Source: an optimization exercise on an open RTL-to-GDS flow (aim: small area and a short achievable clock period). Production flows keep margins and buffers that such runs may drop. The RTL of this run was laid out without a check of its function. Power and IR drop assume default switching activity.

## design.v

```verilog
package mcu_pkg;
  localparam int unsigned XLEN = 32;
  typedef struct packed {
    logic            req;
    logic            we;
    logic [XLEN-1:0] addr;
    logic [XLEN-1:0] wdata;
  } obi_req_t;
  typedef struct packed {
    logic            gnt;
    logic            rvalid;
    logic [XLEN-1:0] rdata;
  } obi_resp_t;
  localparam int unsigned NUM_MASTERS = 2;
  localparam int unsigned     REGION_LSB = 16;
  localparam logic [XLEN-1:0] RAM_BASE   = 32'h0000_0000;
  localparam logic [XLEN-1:0] AO_BASE    = 32'h0001_0000;
  localparam logic [XLEN-1:0] GPIO_OUT_OFFSET = 32'h0000_0000;
  localparam logic [XLEN-1:0] GPIO_OE_OFFSET  = 32'h0000_0004;
  localparam logic [XLEN-1:0] GPIO_IN_OFFSET  = 32'h0000_0008;
  localparam logic [XLEN-1:0] STATUS_OFFSET   = 32'h0000_000C;
  localparam logic [XLEN-1:0] EXIT_OFFSET     = 32'h0000_0010;
  localparam int unsigned DEFAULT_RAM_WORDS     = 256;
  localparam int unsigned DEFAULT_NUM_GPIO      = 8;
  localparam int unsigned DEFAULT_PRELOAD_WORDS = 16;
  localparam logic [XLEN-1:0] PRELOAD_KEY = 32'h5A5A_0000;
endpackage
`timescale 1ns/1ps
module mini_mcu #(
  parameter int unsigned RAM_WORDS     = mcu_pkg::DEFAULT_RAM_WORDS,
  parameter int unsigned NUM_GPIO      = mcu_pkg::DEFAULT_NUM_GPIO,
  parameter int unsigned PRELOAD_WORDS = mcu_pkg::DEFAULT_PRELOAD_WORDS
) (
  input  logic                      clk_i,
  input  logic                      rst_n_i,
  input  logic                      host_req_i,
  input  logic                      host_we_i,
  input  logic [mcu_pkg::XLEN-1:0]  host_addr_i,
  input  logic [mcu_pkg::XLEN-1:0]  host_wdata_i,
  output logic                      host_gnt_o,
  output logic                      host_rvalid_o,
  output logic [mcu_pkg::XLEN-1:0]  host_rdata_o,
  input  logic [NUM_GPIO-1:0]       gpio_i,
  output logic [NUM_GPIO-1:0]       gpio_o,
  output logic [NUM_GPIO-1:0]       gpio_oe_o,
  output logic                      exit_valid_o,
  output logic [mcu_pkg::XLEN-1:0]  exit_value_o
);
  localparam int unsigned NP = 128;   
  logic       last_pre_q;    
  logic       started_q;
  logic [4:0] cnt_q;
  logic       fin_pend_q;
  logic       finished_q;
  logic       rvalid_q;
  logic       pre_req;
  logic       host_gnt;
  logic       pre_gnt;
  assign pre_req  = started_q & ~cnt_q[4];
  assign host_gnt = host_req_i & (last_pre_q | ~pre_req);
  assign pre_gnt  = pre_req & (~last_pre_q | ~host_req_i);
  always_ff @(posedge clk_i) begin
    if (!rst_n_i) begin
      last_pre_q <= 1'b1;
      started_q  <= 1'b0;
      cnt_q      <= '0;
      fin_pend_q <= 1'b0;
      finished_q <= 1'b0;
      rvalid_q   <= 1'b0;
    end else begin
      if (host_gnt || pre_gnt) last_pre_q <= pre_gnt;
      started_q  <= 1'b1;
      cnt_q      <= cnt_q + {4'd0, pre_gnt};
      fin_pend_q <= pre_gnt & (cnt_q[3:0] == 4'hF);
      finished_q <= finished_q | fin_pend_q;
      rvalid_q   <= host_gnt;
    end
  end
  assign host_gnt_o    = host_gnt;
  assign host_rvalid_o = rvalid_q;
  logic [1:0] tc_q;
  logic       seen_rst_q;
  logic       t0;
  logic       t1;
  always_ff @(posedge clk_i) begin
    seen_rst_q <= seen_rst_q | ~rst_n_i;
    if (rst_n_i || seen_rst_q) tc_q <= tc_q + 2'd1;
    else                       tc_q <= 2'd0;
  end
  assign t0 = tc_q[0];
  assign t1 = tc_q[1];
  logic        host_ram;
  logic        bus_wr;
  logic [7:0]  bus_word;
  logic [31:0] bus_wdata;
  logic        now_wr;
  logic        dly_wr;
  logic [31:0] bus_n;
  logic        wd_v_q;
  logic [6:0]  wd_k_q;
  logic [31:0] wd_true_q;
  logic        wd_pol_q;
  logic [31:0] bus_d;
  logic        kill;
  assign host_ram  = (host_addr_i[31:10] == 22'd0);
  assign bus_wr    = pre_gnt | (host_gnt & host_we_i & host_ram);
  assign bus_word  = pre_gnt ? {4'd0, cnt_q[3:0]} : host_addr_i[9:2];
  assign bus_wdata = pre_gnt ? (mcu_pkg::PRELOAD_KEY ^ {28'd0, cnt_q[3:0]}) : host_wdata_i;
  assign now_wr = bus_wr & (bus_word[0] != t0);
  assign dly_wr = bus_wr & (bus_word[0] == t0);
  assign bus_n  = bus_wdata ^ {32{t1}};
  assign kill   = now_wr & (bus_word[7:1] == wd_k_q);
  assign bus_d  = wd_true_q ^ {32{wd_pol_q}};
  always_ff @(posedge clk_i) begin
    wd_v_q    <= dly_wr;
    wd_k_q    <= bus_word[7:1];
    wd_true_q <= bus_wdata;
    wd_pol_q  <= t1 ^ t0;
  end
  logic [NP-1:0][31:0] a_q;
  logic [NP-1:0][31:0] b_q;
  logic [NP-1:0]       sel_n;
  logic [NP-1:0]       sel_d;
  logic [NP-1:0]       hold;
  always_comb begin
    for (int k = 0; k < NP; k++) begin
      sel_n[k] = now_wr & (bus_word[7:1] == 7'(k));
      sel_d[k] = wd_v_q & ~kill & (wd_k_q == 7'(k));
      hold[k]  = ~(sel_n[k] | sel_d[k]);
    end
  end
  always_ff @(posedge clk_i) begin
    for (int k = 0; k < NP; k++) begin
      a_q[k] <= ~(({32{sel_n[k]}} & bus_n) |
                  ({32{sel_d[k]}} & bus_d) |
                  ({32{hold[k]}}  & b_q[k]));
      b_q[k] <= a_q[k];
    end
  end
  logic          host_ao;
  logic [7:0]    rword;
  logic          r_in_a;
  logic          r_pol;
  logic          r_byp;
  logic [NP-1:0] rsel_a;
  logic [NP-1:0] rsel_b;
  logic [31:0]   ram_raw;
  logic [31:0]   ram_v;
  logic [31:0]   rdata_d;
  logic [31:0]   rdata_q;
  assign host_ao = (host_addr_i[31:16] == 16'h0001);
  assign rword   = host_addr_i[9:2];
  assign r_in_a  = (rword[0] == t0);
  assign r_pol   = rword[0] ? (t1 ^ t0) : t1;
  assign r_byp   = wd_v_q & (rword[7:1] == wd_k_q) & (rword[0] != t0);
  always_comb begin
    ram_raw = '0;
    for (int k = 0; k < NP; k++) begin
      rsel_a[k] = (rword[7:1] == 7'(k)) &  r_in_a;
      rsel_b[k] = (rword[7:1] == 7'(k)) & ~r_in_a;
      ram_raw   = ram_raw | ({32{rsel_a[k]}} & a_q[k]) | ({32{rsel_b[k]}} & b_q[k]);
    end
  end
  assign ram_v = r_byp ? wd_true_q : (ram_raw ^ {32{r_pol}});
  logic [NUM_GPIO-1:0] gpio_out_q;
  logic [NUM_GPIO-1:0] gpio_oe_q;
  logic [NUM_GPIO-1:0] gpio_meta_q;
  logic [NUM_GPIO-1:0] gpio_sync_q;
  logic                exit_valid_q;
  logic [31:0]         exit_value_q;
  logic                ao_wr;
  logic [31:0]         ao_v;
  assign ao_wr = host_gnt & host_we_i & host_ao;
  always_ff @(posedge clk_i) begin
    if (!rst_n_i) begin
      gpio_out_q   <= '0;
      gpio_oe_q    <= '0;
      exit_valid_q <= 1'b0;
      exit_value_q <= '0;
    end else if (ao_wr) begin
      case (host_addr_i[15:0])
        16'h0000: gpio_out_q <= host_wdata_i[NUM_GPIO-1:0];
        16'h0004: gpio_oe_q  <= host_wdata_i[NUM_GPIO-1:0];
        16'h0010: begin
          exit_valid_q <= 1'b1;
          exit_value_q <= host_wdata_i;
        end
        default: ;
      endcase
    end
  end
  always_ff @(posedge clk_i) begin
    gpio_meta_q <= gpio_i;
    gpio_sync_q <= gpio_meta_q;
  end
  always_comb begin
    ao_v = '0;
    if (host_ao) begin
      case (host_addr_i[15:0])
        16'h0000: ao_v = 32'(gpio_out_q);
        16'h0004: ao_v = 32'(gpio_oe_q);
        16'h0008: ao_v = 32'(gpio_sync_q);
        16'h000C: ao_v = 32'(finished_q);
        16'h0010: ao_v = exit_value_q;
        default:  ao_v = '0;
      endcase
    end
  end
  assign rdata_d = host_ram ? ram_v : ao_v;
  always_ff @(posedge clk_i) begin
    rdata_q <= rdata_d;
  end
  assign host_rdata_o = rdata_q;
  assign gpio_o       = gpio_out_q;
  assign gpio_oe_o    = gpio_oe_q;
  assign exit_valid_o = exit_valid_q;
  assign exit_value_o = exit_value_q;
endmodule
```

## run.sh

```bash
#!/bin/bash
# synth_recipe.tcl (not shown) runs the flow's synth.tcl, then flattens the netlist and writes it again
# the make line also repeats each setting of config.mk as NAME=value (left out here)
make -C /OpenROAD-flow-scripts/flow DESIGN_CONFIG=/design/flow/config.mk WORK_HOME=/design/flow/orfs CLKGATE_MAP_FILE= SYNTH_SCRIPT=/design/flow/synth_recipe.tcl finish
```

## config.mk

```make
export PLATFORM = sky130hd
export DESIGN_NAME = mini_mcu
export DESIGN_NICKNAME = mini_mcu
export VERILOG_FILES = /design/flow/design.v
export SDC_FILE = /design/flow/constraint.sdc
export NUM_CORES = 8
export LEC_CHECK = 0
export CAP_MARGIN = 20
export CORE_MARGIN = 2
export CORE_UTILIZATION = 55
export PLACE_DENSITY = 0.65
export SLEW_MARGIN = 20
export SYNTH_MEMORY_MAX_BITS = 16384
```

## constraint.sdc

```tcl
create_clock -name core_clock -period 7.5 [get_ports {clk_i}]
set_input_delay 1.5000 -clock core_clock [delete_from_list [all_inputs] [get_ports {clk_i}]]
set_output_delay 1.5000 -clock core_clock [all_outputs]
set_load 0.01 [all_outputs]
```

==> flow_metrics.env <==
export IMPL_outcome="aborted with a tool error"
export IMPL_stop_stage="global routing (5_1_grt)"
export IMPL_stop_error="[ERROR GRT-0116] Global routing finished with congestion. Check the congestion regions in the DRC Viewer."
export IMPL_rows=266
export IMPL_initial_core_util_pct=55.1
export IMPL_dpl_cell_count=33642
export IMPL_cts_hold_buf=0
export IMPL_grt_max_degree=89
export IMPL_grt_pass1_vias=353441
export IMPL_cts_buffer_depth=4
export IMPL_port_buffers=158
export IMPL_synth_area_top_cells="dfxtp_1, a221oi_1, a22oi_1"
export IMPL_yosysTopAreaCell="dfxtp_1"
export IMPL_synthDistinctLibCells=100
export IMPL_cts_max_level=6
export IMPL_ys_flop_type="dfxtp_1"
export IMPL_die_h_um=729
export IMPL_synth_nets=27179
export IMPL_grt_overflow=121335
export IMPL_post_cts_buffers=0
export IMPL_synthCells=27101
export IMPL_dp_final_hpwl_mm=2190
export IMPL_grt_pass1_wl_mm=4370
export IMPL_grt_use_total_pct=126
export IMPL_seq_area_frac_synth_pct=57.8
export IMPL_synthDominantCellAreaShare_pct=57.8
export IMPL_synth_area_mm2=0.289
export IMPL_cts_root_buf="clkbuf_16"
export IMPL_die_x_um=729
export IMPL_numCtsBuffers=794
export IMPL_io_pins=159
export IMPL_clock_sinks=8343
export IMPL_dp_slack_ns=0.942
export IMPL_finalWeightedCongestion=1.77
export IMPL_async_flop_share_pct=0
export IMPL_ys_ff_latch=8343
export IMPL_syn_area_per_cell_um2=10.7
export IMPL_synth_edf_count=0
export IMPL_yosysWarnings=1
export IMPL_cts_resized=0
## layer usage
metal	global-route usage, %	overflow
met4	108	8276
met2	154	62106
met5	100	1279
met3	108	12518
met1	124	37156
## power groups by stage
stage | Combinational, mW | Sequential, mW | Clock [mW]
CTS | 19.8 | 56.7 | 42.1
global placement | 19.6 | 57.4 | 0
floorplan | 10.7 | 54.2 | 0
detailed placement | 19.8 | 57.5 | 0
## cell families after synthesis
group / synth area share, %
compound gates: 25.0
xor+xnor: 0.433
fa+ha+maj: 0.00866
buf+inv: 4.45
flops: 57.8
mux: 1.63
simple gates: 10.7
## metrics by stage
stage	hold slack [ns]	util (%)	power [mW]	cell area [um^2]
4_1_cts	0.288	66.1	119	347000
2_1_floorplan	0.310	-	64.9	289000
3_5_place_dp	0.312	60.9	77.2	319000
3_3_place_gp	0.310	60.8	77.1	318000
## cells in the mapped netlist, drive strengths merged (36+ instances only)
| cell type | count |
|---|---|
| a22o | 524 |
| nor4 | 190 |
| inv | 51 |
| a221oi | 2597 |
| o2bb2ai | 98 |
| xnor2 | 73 |
| a32o | 38 |
| o32ai | 39 |
| nand4 | 910 |
| nor2 | 3278 |
| a2111oi | 49 |
| clkbuf | 2252 |
| nand3 | 395 |
| nand2 | 621 |
| a32oi | 169 |
| and4 | 152 |
| dfxtp | 8343 |
| buf | 840 |
| nor3 | 561 |
| o21ai | 96 |
| a21oi | 297 |
| mux2 | 161 |
| o22ai | 172 |
| and3 | 47 |
| o2111ai | 36 |
| xor2 | 68 |
| a22oi | 2313 |
| o211ai | 53 |
| a21boi | 49 |
| a2bb2oi | 71 |
| or4 | 101 |
| mux2i | 287 |
| a222oi | 1711 |
## worst min path at each step
stage	slack, ns	end	from	depth (start not counted)
floorplan	0.31	gpio_sync_q[0]	gpio_meta_q[0]	0
global placement	0.31	gpio_sync_q[0]	gpio_meta_q[0]	0
detailed placement	0.31	gpio_sync_q[4]	gpio_meta_q[4]	0
CTS	0.29	b_q[4039]	a_q[4039]	0
